What follows belongs to an exercise in optimizing a design on an open flow for a short achievable clock period and few clock cycles; a production flow would make more cautious choices. Function was checked by simulation only, so behaviour that the tests miss may differ from the original. Power and IR drop assume default switching activity.

==> job 854 <==
// rv_core
module rv_core (
    input  logic  i_clk,
    input  logic  i_rst_n,
    output rv_core_pkg::word_t o_im_addr,
    input  rv_core_pkg::word_t i_im_data,
    output rv_core_pkg::word_t o_dm_addr,
    output rv_core_pkg::word_t o_dm_wdata,
    output logic  o_dm_cs,
    output logic  o_dm_we,
    input  rv_core_pkg::word_t i_dm_rdata
);
clock: 7.0 ns
lec_check: 0
cap_margin: 20
cell_pad_in_sites_detail_placement: 1
cell_pad_in_sites_global_placement: 2
core_margin: 2
core_utilization: 30
place_density: 0.45
setup_slack_margin: 4.5
slew_margin: 20
synth_hierarchical: 1
run.sh (not shown) runs the stock make flow with config.mk's settings and CLKGATE_MAP_FILE= SYNTH_SCRIPT=/design/flow/synth_recipe.tcl, a recipe that flattens the netlist after the stock synthesis.
==> job 7639 (differences from job 854) <==
--- a/flow/design.v
+++ b/flow/design.v
@@ -31,26 +31,23 @@
 `timescale 1ns/100ps
 `default_nettype none
 module alu_pg (
     input  logic m,       
     input  logic mn,      
-    input  logic ld,      
     input  logic ea,      
     input  logic eb,      
     input  logic fa,      
     input  logic fbp,     
-    input  logic fla,     
-    input  logic flb,     
     input  logic fbn,     
     input  logic fb0,     
     output logic gn,      
     output logic tn,      
     output logic p        
 );
     logic a, b;
-    assign a  = (fa & m) | (fla & ld) | (!fa & !fla & ea);
-    assign b  = (fbp & m) | (flb & ld) | (fbn & mn) | (fb0 & eb);
+    assign a  = (fa & m) | (!fa & ea);
+    assign b  = (fbp & m) | (fbn & mn) | (fb0 & eb);
     assign gn = ~(a & b);
     assign tn = ~(a | b);
     assign p  = a ^ b;
 endmodule
 module pfx_np (
@@ -68,28 +65,24 @@
     assign tn = ~(t_hi & t_lo);
 endmodule
 module alu_out (
     input  logic p, c, gn, tn,
     input  logic sadd, sand, sor,
-    output logic r,
-    output logic s        
+    output logic r
 );
-    assign s = p ^ c;
-    assign r = (sadd & s) | (sand & !gn) | (sor & !tn);
+    assign r = (sadd & (p ^ c)) | (sand & !gn) | (sor & !tn);
 endmodule
 module alu (
-    input  rv_core_pkg::word_t m, mn, ld, ea, eb,
-    input  logic fa, fbp, fla, flb, fbn, fb0,
+    input  rv_core_pkg::word_t m, mn, ea, eb,
+    input  logic fa, fbp, fbn, fb0,
     input  logic cin,
     input  logic sadd, sand, sor,
-    output rv_core_pkg::word_t r,
-    output rv_core_pkg::word_t s      
+    output rv_core_pkg::word_t r
 );
     logic [31:0] gn0, tn0, p;
     for (genvar i = 0; i < 32; i++) begin : g_pg
-        alu_pg u_pg (.m(m[i]), .mn(mn[i]), .ld(ld[i]), .ea(ea[i]), .eb(eb[i]), .fa(fa),
-                     .fbp(fbp), .fla(fla), .flb(flb),
+        alu_pg u_pg (.m(m[i]), .mn(mn[i]), .ea(ea[i]), .eb(eb[i]), .fa(fa), .fbp(fbp),
                      .fbn(fbn), .fb0(fb0), .gn(gn0[i]), .tn(tn0[i]), .p(p[i]));
     end
     logic [32:0] gn_1, tn_1;
     assign gn_1 = {gn0, !cin};
     assign tn_1 = {tn0, 1'b1};
@@ -140,11 +133,11 @@
                       .tn_lo(tn_16[j-16]), .g(g_32[j]), .t(t_32[j]));
         end
     end
     for (genvar i = 0; i < 32; i++) begin : g_out
         alu_out u_out (.p(p[i]), .c(g_32[i]), .gn(gn0[i]), .tn(tn0[i]),
-                       .sadd(sadd), .sand(sand), .sor(sor), .r(r[i]), .s(s[i]));
+                       .sadd(sadd), .sand(sand), .sor(sor), .r(r[i]));
     end
 endmodule
 `default_nettype wire
 `timescale 1ns/100ps
 `default_nettype none
@@ -157,28 +150,24 @@
     output rv_core_pkg::word_t o_dm_wdata,
     output logic  o_dm_cs,
     output logic  o_dm_we,
     input  rv_core_pkg::word_t i_dm_rdata
 );
-    logic [31:2] pc;                   
-    logic [31:2] pcn;                  
+    logic [31:2] pc;
     logic [31:0] d_ins;
     logic [31:1] d_sel1, d_sel2;       
     logic        d_reg, d_imm, d_ld, d_st, d_wr, d_sub, d_and, d_or;
     logic        d_byp1, d_byp2;       
     logic        d_fwd1, d_fwd2;       
     logic        stall;                
     logic        e_wr, e_ld, e_st;
     logic [4:0]  e_rd;
     rv_core_pkg::word_t e_a, e_b, e_sd;
     logic        e_fa, e_fbp, e_fbn, e_fb0, e_fs, e_sub, e_and, e_or, e_add;
-    logic        e_fla, e_flb, e_fls;   
-    logic        m_wr, m_ld, m_st;
+    logic        m_wr, m_ld, m_st, m_cs;
     logic [31:1] m_wsel;
     rv_core_pkg::word_t m_res, m_resn, m_sd;
-    rv_core_pkg::word_t a_q;
-    logic        cs_q;
     rv_core_pkg::word_t rf [1:31];
     assign o_im_addr = {pc, 2'b00};
     logic [6:0] f_opc;
     logic [2:0] f_f3;
     logic [4:0] f_rs1, f_rs2, f_rd;
@@ -203,11 +192,10 @@
     assign f_m1 = e_wr && (e_rd == f_rs1);
     assign f_m2 = e_wr && (e_rd == f_rs2);
     always_ff @(posedge i_clk or negedge i_rst_n) begin
         if (!i_rst_n) begin
             pc     <= '0;
-            pcn    <= 30'd1;
             d_reg  <= 1'b0;
             d_imm  <= 1'b0;
             d_ld   <= 1'b0;
             d_st   <= 1'b0;
             d_wr   <= 1'b0;
@@ -221,24 +209,21 @@
             d_byp2 <= d_fwd2;
             d_fwd1 <= 1'b0;
             d_fwd2 <= 1'b0;
             stall  <= 1'b0;
         end else begin
-            pc     <= pcn;
-            pcn    <= pcn + 30'd1;
+            pc     <= pc + 30'd1;
             d_reg  <= f_reg;
             d_imm  <= f_imm;
             d_ld   <= f_ld;
             d_st   <= f_st;
             d_wr   <= (f_reg || f_imm || f_ld) && (f_rd != 5'd0);
             d_byp1 <= f_m1 && f_use1;
             d_byp2 <= f_m2 && f_use2;
             d_fwd1 <= f_e1 && f_use1;
             d_fwd2 <= f_e2 && f_use2;
-            stall  <= d_ld && f_e2 && (f_opc == rv_core_pkg::OP_REG) &&
-                      (f_f3 == rv_core_pkg::FUNCT3_ADD) &&
-                      (i_im_data[31:25] == rv_core_pkg::FUNCT7_SUB);
+            stall  <= d_ld && ((f_e1 && f_use1) || (f_e2 && f_use2));
         end
     end
     always_ff @(posedge i_clk) begin
         if (!stall) begin
             d_ins <= i_im_data;
@@ -281,62 +266,54 @@
     always_ff @(posedge i_clk) begin
         e_rd  <= d_ins[11:7];
         e_a   <= d_a;
         e_b   <= d_reg ? (d_sub ? ~d_b : d_b) : imm;
         e_sd  <= d_b;
-        e_fa  <= d_fwd1 && !e_ld;
-        e_fla <= d_fwd1 && e_ld;
-        e_fbp <= d_fwd2 && d_reg && !d_sub && !e_ld;
-        e_flb <= d_fwd2 && d_reg && !d_sub && e_ld;
+        e_fa  <= d_fwd1;
+        e_fbp <= d_fwd2 && d_reg && !d_sub;
         e_fbn <= d_fwd2 && d_sub;
-        e_fs  <= d_fwd2 && !e_ld;
-        e_fls <= d_fwd2 && e_ld;
+        e_fs  <= d_fwd2;
         e_fb0 <= !(d_fwd2 && d_reg);
         e_add <= !d_and && !d_or;
         e_sub <= d_sub;
         e_and <= d_and;
         e_or  <= d_or;
     end
-    rv_core_pkg::word_t x_res, x_sum, x_sd;
-    assign x_sd = e_fs ? m_res : (e_fls ? i_dm_rdata : e_sd);
+    rv_core_pkg::word_t x_res, x_sd;
+    assign x_sd = e_fs ? m_res : e_sd;
     alu u_alu (
         .m    (m_res),
         .mn   (m_resn),
-        .ld   (i_dm_rdata),
         .ea   (e_a),
         .eb   (e_b),
         .fa   (e_fa),
         .fbp  (e_fbp),
-        .fla  (e_fla),
-        .flb  (e_flb),
         .fbn  (e_fbn),
         .fb0  (e_fb0),
         .cin  (e_sub),
         .sadd (e_add),
         .sand (e_and),
         .sor  (e_or),
-        .r    (x_res),
-        .s    (x_sum)
+        .r    (x_res)
     );
     always_ff @(posedge i_clk or negedge i_rst_n) begin
         if (!i_rst_n) begin
             m_wr <= 1'b0;
             m_ld <= 1'b0;
             m_st <= 1'b0;
-            cs_q <= 1'b0;
+            m_cs <= 1'b0;
         end else begin
             m_wr <= e_wr;
             m_ld <= e_ld;
             m_st <= e_st;
-            cs_q <= e_ld || e_st;
+            m_cs <= e_ld || e_st;
         end
     end
     always_ff @(posedge i_clk) begin
         m_res  <= x_res;
         m_resn <= ~x_res;
         m_sd   <= x_sd;
-        a_q    <= x_sum;
         for (int i = 1; i < 32; i++) m_wsel[i] <= (e_rd == 5'(i));
     end
     always_ff @(posedge i_clk or negedge i_rst_n) begin
         if (!i_rst_n) begin
             for (int i = 1; i < 32; i++) rf[i] <= '0;
@@ -344,11 +321,11 @@
             for (int i = 1; i < 32; i++) begin
                 if (m_wr && m_wsel[i]) rf[i] <= m_val;
             end
         end
     end
-    assign o_dm_addr  = a_q;
+    assign o_dm_addr  = m_res;
     assign o_dm_wdata = m_sd;
-    assign o_dm_cs    = cs_q;
+    assign o_dm_cs    = m_cs;
     assign o_dm_we    = m_st;
 endmodule
 `default_nettype wire
CELL_PAD_IN_SITES_DETAIL_PLACEMENT = not set   (was 1)
CELL_PAD_IN_SITES_GLOBAL_PLACEMENT = not set   (was 2)
PLACE_DENSITY = 0.5   (was 0.45)
==> job 1198 (differences from job 854) <==
--- a/flow/design.v
+++ b/flow/design.v
@@ -35,25 +35,29 @@
     input  logic mn,      
     input  logic ld,      
     input  logic ea,      
     input  logic eb,      
     input  logic fa,      
+    input  logic fa0,     
     input  logic fbp,     
     input  logic fla,     
     input  logic flb,     
     input  logic fbn,     
     input  logic fb0,     
+    input  logic inv,     
     output logic gn,      
     output logic tn,      
-    output logic p        
+    output logic p,       
+    output logic pv       
 );
     logic a, b;
-    assign a  = (fa & m) | (fla & ld) | (!fa & !fla & ea);
+    assign a  = (fa & m) | (fla & ld) | (fa0 & ea);
     assign b  = (fbp & m) | (flb & ld) | (fbn & mn) | (fb0 & eb);
     assign gn = ~(a & b);
     assign tn = ~(a | b);
     assign p  = a ^ b;
+    assign pv = a ^ b ^ inv;
 endmodule
 module pfx_np (
     input  logic gn_hi, tn_hi, gn_lo, tn_lo,
     output logic g, t
 );
@@ -66,31 +70,31 @@
 );
     assign gn = ~(g_hi | (t_hi & g_lo));
     assign tn = ~(t_hi & t_lo);
 endmodule
 module alu_out (
-    input  logic p, c, gn, tn,
+    input  logic p, pv, c, gn, tn,
     input  logic sadd, sand, sor,
     output logic r,
     output logic s        
 );
-    assign s = p ^ c;
-    assign r = (sadd & s) | (sand & !gn) | (sor & !tn);
+    assign s  = p ^ c;
+    assign r  = (sadd & (pv ^ c)) | (sand & !gn) | (sor & !tn);
 endmodule
 module alu (
     input  rv_core_pkg::word_t m, mn, ld, ea, eb,
-    input  logic fa, fbp, fla, flb, fbn, fb0,
+    input  logic fa, fa0, fbp, fla, flb, fbn, fb0,
     input  logic cin,
-    input  logic sadd, sand, sor,
+    input  logic sadd, sinv, sand, sor,
     output rv_core_pkg::word_t r,
     output rv_core_pkg::word_t s      
 );
-    logic [31:0] gn0, tn0, p;
+    logic [31:0] gn0, tn0, p, pv;
     for (genvar i = 0; i < 32; i++) begin : g_pg
-        alu_pg u_pg (.m(m[i]), .mn(mn[i]), .ld(ld[i]), .ea(ea[i]), .eb(eb[i]), .fa(fa),
-                     .fbp(fbp), .fla(fla), .flb(flb),
-                     .fbn(fbn), .fb0(fb0), .gn(gn0[i]), .tn(tn0[i]), .p(p[i]));
+        alu_pg u_pg (.m(m[i]), .mn(mn[i]), .ld(ld[i]), .ea(ea[i]), .eb(eb[i]),
+                     .fa(fa), .fla(fla), .fa0(fa0), .fbp(fbp), .flb(flb), .fbn(fbn), .fb0(fb0),
+                     .inv(sinv), .gn(gn0[i]), .tn(tn0[i]), .p(p[i]), .pv(pv[i]));
     end
     logic [32:0] gn_1, tn_1;
     assign gn_1 = {gn0, !cin};
     assign tn_1 = {tn0, 1'b1};
     logic [32:0] g_2, t_2;
@@ -139,12 +143,13 @@
             pfx_np u (.gn_hi(gn_16[j]), .tn_hi(tn_16[j]), .gn_lo(gn_16[j-16]),
                       .tn_lo(tn_16[j-16]), .g(g_32[j]), .t(t_32[j]));
         end
     end
     for (genvar i = 0; i < 32; i++) begin : g_out
-        alu_out u_out (.p(p[i]), .c(g_32[i]), .gn(gn0[i]), .tn(tn0[i]),
-                       .sadd(sadd), .sand(sand), .sor(sor), .r(r[i]), .s(s[i]));
+        alu_out u_out (.p(p[i]), .pv(pv[i]), .c(g_32[i]), .gn(gn0[i]), .tn(tn0[i]),
+                       .sadd(sadd), .sand(sand), .sor(sor), .r(r[i]),
+                       .s(s[i]));
     end
 endmodule
 `default_nettype wire
 `timescale 1ns/100ps
 `default_nettype none
@@ -164,16 +169,17 @@
     logic [31:0] d_ins;
     logic [31:1] d_sel1, d_sel2;       
     logic        d_reg, d_imm, d_ld, d_st, d_wr, d_sub, d_and, d_or;
     logic        d_byp1, d_byp2;       
     logic        d_fwd1, d_fwd2;       
-    logic        stall;                
     logic        e_wr, e_ld, e_st;
     logic [4:0]  e_rd;
     rv_core_pkg::word_t e_a, e_b, e_sd;
     logic        e_fa, e_fbp, e_fbn, e_fb0, e_fs, e_sub, e_and, e_or, e_add;
     logic        e_fla, e_flb, e_fls;   
+    logic        e_fa0;
+    logic        e_inv;                
     logic        m_wr, m_ld, m_st;
     logic [31:1] m_wsel;
     rv_core_pkg::word_t m_res, m_resn, m_sd;
     rv_core_pkg::word_t a_q;
     logic        cs_q;
@@ -213,17 +219,10 @@
             d_wr   <= 1'b0;
             d_byp1 <= 1'b0;
             d_byp2 <= 1'b0;
             d_fwd1 <= 1'b0;
             d_fwd2 <= 1'b0;
-            stall  <= 1'b0;
-        end else if (stall) begin
-            d_byp1 <= d_fwd1;
-            d_byp2 <= d_fwd2;
-            d_fwd1 <= 1'b0;
-            d_fwd2 <= 1'b0;
-            stall  <= 1'b0;
         end else begin
             pc     <= pcn;
             pcn    <= pcn + 30'd1;
             d_reg  <= f_reg;
             d_imm  <= f_imm;
@@ -232,27 +231,22 @@
             d_wr   <= (f_reg || f_imm || f_ld) && (f_rd != 5'd0);
             d_byp1 <= f_m1 && f_use1;
             d_byp2 <= f_m2 && f_use2;
             d_fwd1 <= f_e1 && f_use1;
             d_fwd2 <= f_e2 && f_use2;
-            stall  <= d_ld && f_e2 && (f_opc == rv_core_pkg::OP_REG) &&
-                      (f_f3 == rv_core_pkg::FUNCT3_ADD) &&
-                      (i_im_data[31:25] == rv_core_pkg::FUNCT7_SUB);
         end
     end
     always_ff @(posedge i_clk) begin
-        if (!stall) begin
-            d_ins <= i_im_data;
-            d_sub <= (f_opc == rv_core_pkg::OP_REG) && (f_f3 == rv_core_pkg::FUNCT3_ADD) &&
-                     (i_im_data[31:25] == rv_core_pkg::FUNCT7_SUB);
-            d_and <= (f_opc == rv_core_pkg::OP_REG || f_opc == rv_core_pkg::OP_IMM) &&
-                     (f_f3 == rv_core_pkg::FUNCT3_AND);
-            d_or  <= (f_opc == rv_core_pkg::OP_REG) && (f_f3 == rv_core_pkg::FUNCT3_OR);
-            for (int i = 1; i < 32; i++) begin
-                d_sel1[i] <= (f_rs1 == 5'(i));
-                d_sel2[i] <= (f_rs2 == 5'(i));
-            end
+        d_ins <= i_im_data;
+        d_sub <= (f_opc == rv_core_pkg::OP_REG) && (f_f3 == rv_core_pkg::FUNCT3_ADD) &&
+                 (i_im_data[31:25] == rv_core_pkg::FUNCT7_SUB);
+        d_and <= (f_opc == rv_core_pkg::OP_REG || f_opc == rv_core_pkg::OP_IMM) &&
+                 (f_f3 == rv_core_pkg::FUNCT3_AND);
+        d_or  <= (f_opc == rv_core_pkg::OP_REG) && (f_f3 == rv_core_pkg::FUNCT3_OR);
+        for (int i = 1; i < 32; i++) begin
+            d_sel1[i] <= (f_rs1 == 5'(i));
+            d_sel2[i] <= (f_rs2 == 5'(i));
         end
     end
     rv_core_pkg::word_t rf1, rf2, m_val, d_a, d_b, imm;
     always_comb begin
         rf1 = '0;
@@ -263,38 +257,42 @@
         end
     end
     assign m_val = m_ld ? i_dm_rdata : m_res;
     assign d_a = d_byp1 ? m_val : rf1;
     assign d_b = d_byp2 ? m_val : rf2;
+    logic d_lsub;
+    assign d_lsub = d_fwd2 && d_sub && e_ld;
     assign imm = d_st ? {{20{d_ins[31]}}, d_ins[31:25], d_ins[11:7]}
                       : {{20{d_ins[31]}}, d_ins[31:20]};
     always_ff @(posedge i_clk or negedge i_rst_n) begin
         if (!i_rst_n) begin
             e_wr <= 1'b0;
             e_ld <= 1'b0;
             e_st <= 1'b0;
         end else begin
-            e_wr <= d_wr && !stall;
-            e_ld <= d_ld && !stall;
-            e_st <= d_st && !stall;
+            e_wr <= d_wr;
+            e_ld <= d_ld;
+            e_st <= d_st;
         end
     end
     always_ff @(posedge i_clk) begin
         e_rd  <= d_ins[11:7];
-        e_a   <= d_a;
+        e_a   <= d_lsub ? ~d_a : d_a;
         e_b   <= d_reg ? (d_sub ? ~d_b : d_b) : imm;
         e_sd  <= d_b;
         e_fa  <= d_fwd1 && !e_ld;
         e_fla <= d_fwd1 && e_ld;
+        e_fa0 <= !d_fwd1;
         e_fbp <= d_fwd2 && d_reg && !d_sub && !e_ld;
-        e_flb <= d_fwd2 && d_reg && !d_sub && e_ld;
-        e_fbn <= d_fwd2 && d_sub;
+        e_flb <= d_fwd2 && d_reg && e_ld;
+        e_fbn <= d_fwd2 && d_sub && !e_ld;
         e_fs  <= d_fwd2 && !e_ld;
         e_fls <= d_fwd2 && e_ld;
         e_fb0 <= !(d_fwd2 && d_reg);
-        e_add <= !d_and && !d_or;
-        e_sub <= d_sub;
+        e_add <= !d_and && !d_or && !(d_lsub && d_fwd1);
+        e_sub <= d_sub && !d_lsub;
+        e_inv <= d_lsub && !d_fwd1;
         e_and <= d_and;
         e_or  <= d_or;
     end
     rv_core_pkg::word_t x_res, x_sum, x_sd;
     assign x_sd = e_fs ? m_res : (e_fls ? i_dm_rdata : e_sd);
@@ -303,17 +301,19 @@
         .mn   (m_resn),
         .ld   (i_dm_rdata),
         .ea   (e_a),
         .eb   (e_b),
         .fa   (e_fa),
+        .fa0  (e_fa0),
         .fbp  (e_fbp),
         .fla  (e_fla),
         .flb  (e_flb),
         .fbn  (e_fbn),
         .fb0  (e_fb0),
         .cin  (e_sub),
         .sadd (e_add),
+        .sinv (e_inv),
         .sand (e_and),
         .sor  (e_or),
         .r    (x_res),
         .s    (x_sum)
     );
==> flow/flow/run.sh (new file) <==
#!/bin/bash
set -euo pipefail
bash standard.sh ADDER_MAP_FILE= "BUFFER_PORTS_ARGS=-buffer_cell sky130_fd_sc_hd__buf_4" finish > flow_make.log 2>&1
==> flow/standard.sh (new file) <==
#!/bin/bash
# synth_recipe.tcl (not shown) runs the flow's synth.tcl, then flattens the netlist and writes it again
# the make line also repeats each setting of config.mk as NAME=value (left out here)
make -C /OpenROAD-flow-scripts/flow DESIGN_CONFIG=/design/flow/config.mk WORK_HOME=/design/flow/orfs CLKGATE_MAP_FILE= SYNTH_SCRIPT=/design/flow/synth_recipe.tcl "${@:-finish}"
removed: flow/run.sh
==> notes <==
Between job 854 and job 7639, the lower cell count is in job 7639 (gap about 4.7%, measured against job 7639).
Count of clock-buffer cells in the layout: job 854 > job 1198 > job 7639.
Register-to-register slack: job 7639 > job 1198 > job 854.
Synthesized cell count: job 1198 is higher than job 7639 (4.9%).
Cell area, highest first: job 1198, job 854, job 7639.
Clock skew: job 1198 < job 854 < job 7639.
Sequential power, highest first: job 854, job 1198, job 7639.
Die area: job 7639 < job 1198 < job 854.
Job 854 ran to the end with no violations. Job 1198 produced a clean layout. Job 7639 produced a clean layout.
==> figures <==
Outcome: job 7639 finished clean; job 1198 finished clean; job 854 finished clean
Share of cell area taken by multi-input logic gates: job 7639 36.5%; job 1198 37.3%; job 854 37.7%
Sort of element at the end of the critical path: job 7639 output pin; job 1198 flip-flop; job 854 flip-flop
Number of cells traversed by the worst register-to-register path: job 7639 10; job 1198 13; job 854 13
Post-Place Cell Area: job 7639 66,600 sq um; job 1198 69,100 sq um; job 854 70,300 sq um
Global placement routability congestion: job 7639 0.971; job 1198 0.872; job 854 0.869
Post-Route WL: job 7639 348,000 um; job 1198 414,000 um; job 854 405,000 um
Net Sw Frac: job 7639 32.4%; job 1198 32.7%; job 854 33.0%
Power Sequential: job 7639 8.98 mW; job 1198 9.31 mW; job 854 9.40 mW
Number of sequential storage elements: job 7639 1,357; job 1198 1,423; job 854 1,422
Highest fanout seen on the critical path: job 7639 3; job 1198 8; job 854 5
Met3 wire length: job 7639 48,500 um; job 1198 35,000 um; job 854 33,900 um
First DRT Iteration DRCs: job 7639 10,508; job 1198 7,851; job 854 7,263
Proportion of final cell area spent on non-clock buffers: job 7639 6.44%; job 1198 7.62%; job 854 6.39%
Lkg Pwr: job 7639 27.3 nW; job 1198 29.3 nW; job 854 28.9 nW
Post-route cell area: job 7639 74,700 sq um; job 1198 80,300 sq um; job 854 79,900 sq um
Hold Crit Endpoint: job 7639 m_st; job 1198 e_ld; job 854 m_st
Testbench counts of job 854, summed over its fixed seeds: cycles 5,862.
Testbench counts of job 7639, summed over its fixed seeds: cycles 6,289.
Testbench counts of job 1198, summed over its fixed seeds: cycles 5,824.

-- afterwards: timing with drivers on the ports --
No port has a modelled driver above. Below, the same layouts with a new extraction and two added sets of constraints. Step 1 (the two cells are an assumption about what drives the block):
set clk [get_ports {i_clk}]
set_driving_cell -lib_cell sky130_fd_sc_hd__clkbuf_16 $clk
set_driving_cell -lib_cell sky130_fd_sc_hd__buf_2 [delete_from_list [all_inputs] $clk]
Step 2 adds t to the input delays and takes it off the output delays; t is the mean of the earliest and latest rising clock arrival at the registers after step 1. Input paths then give back, and output paths get back, about the clock's delay inside the block. Slacks: ideal / step 1 / step 2; pairs: ideal / step 1.
run | shift t [ns] | setup WS [ns] | worst setup path after step 2 | pins driven straight from the clock port
job 854 | 0.929 | 4.047 / 4.065 / 3.181 | input to register | 1
job 7639 | 0.891 | 4.231 / 4.151 / 3.637 | input to register | 1
job 1198 | 0.927 | 4.188 / 4.154 / 3.356 | input to register | 1
After both steps setup and hold are still met in every run listed. For job 854, which loses most, drivers alone change the setup slack by +0.018 ns; drivers and shift together by -0.866 ns.
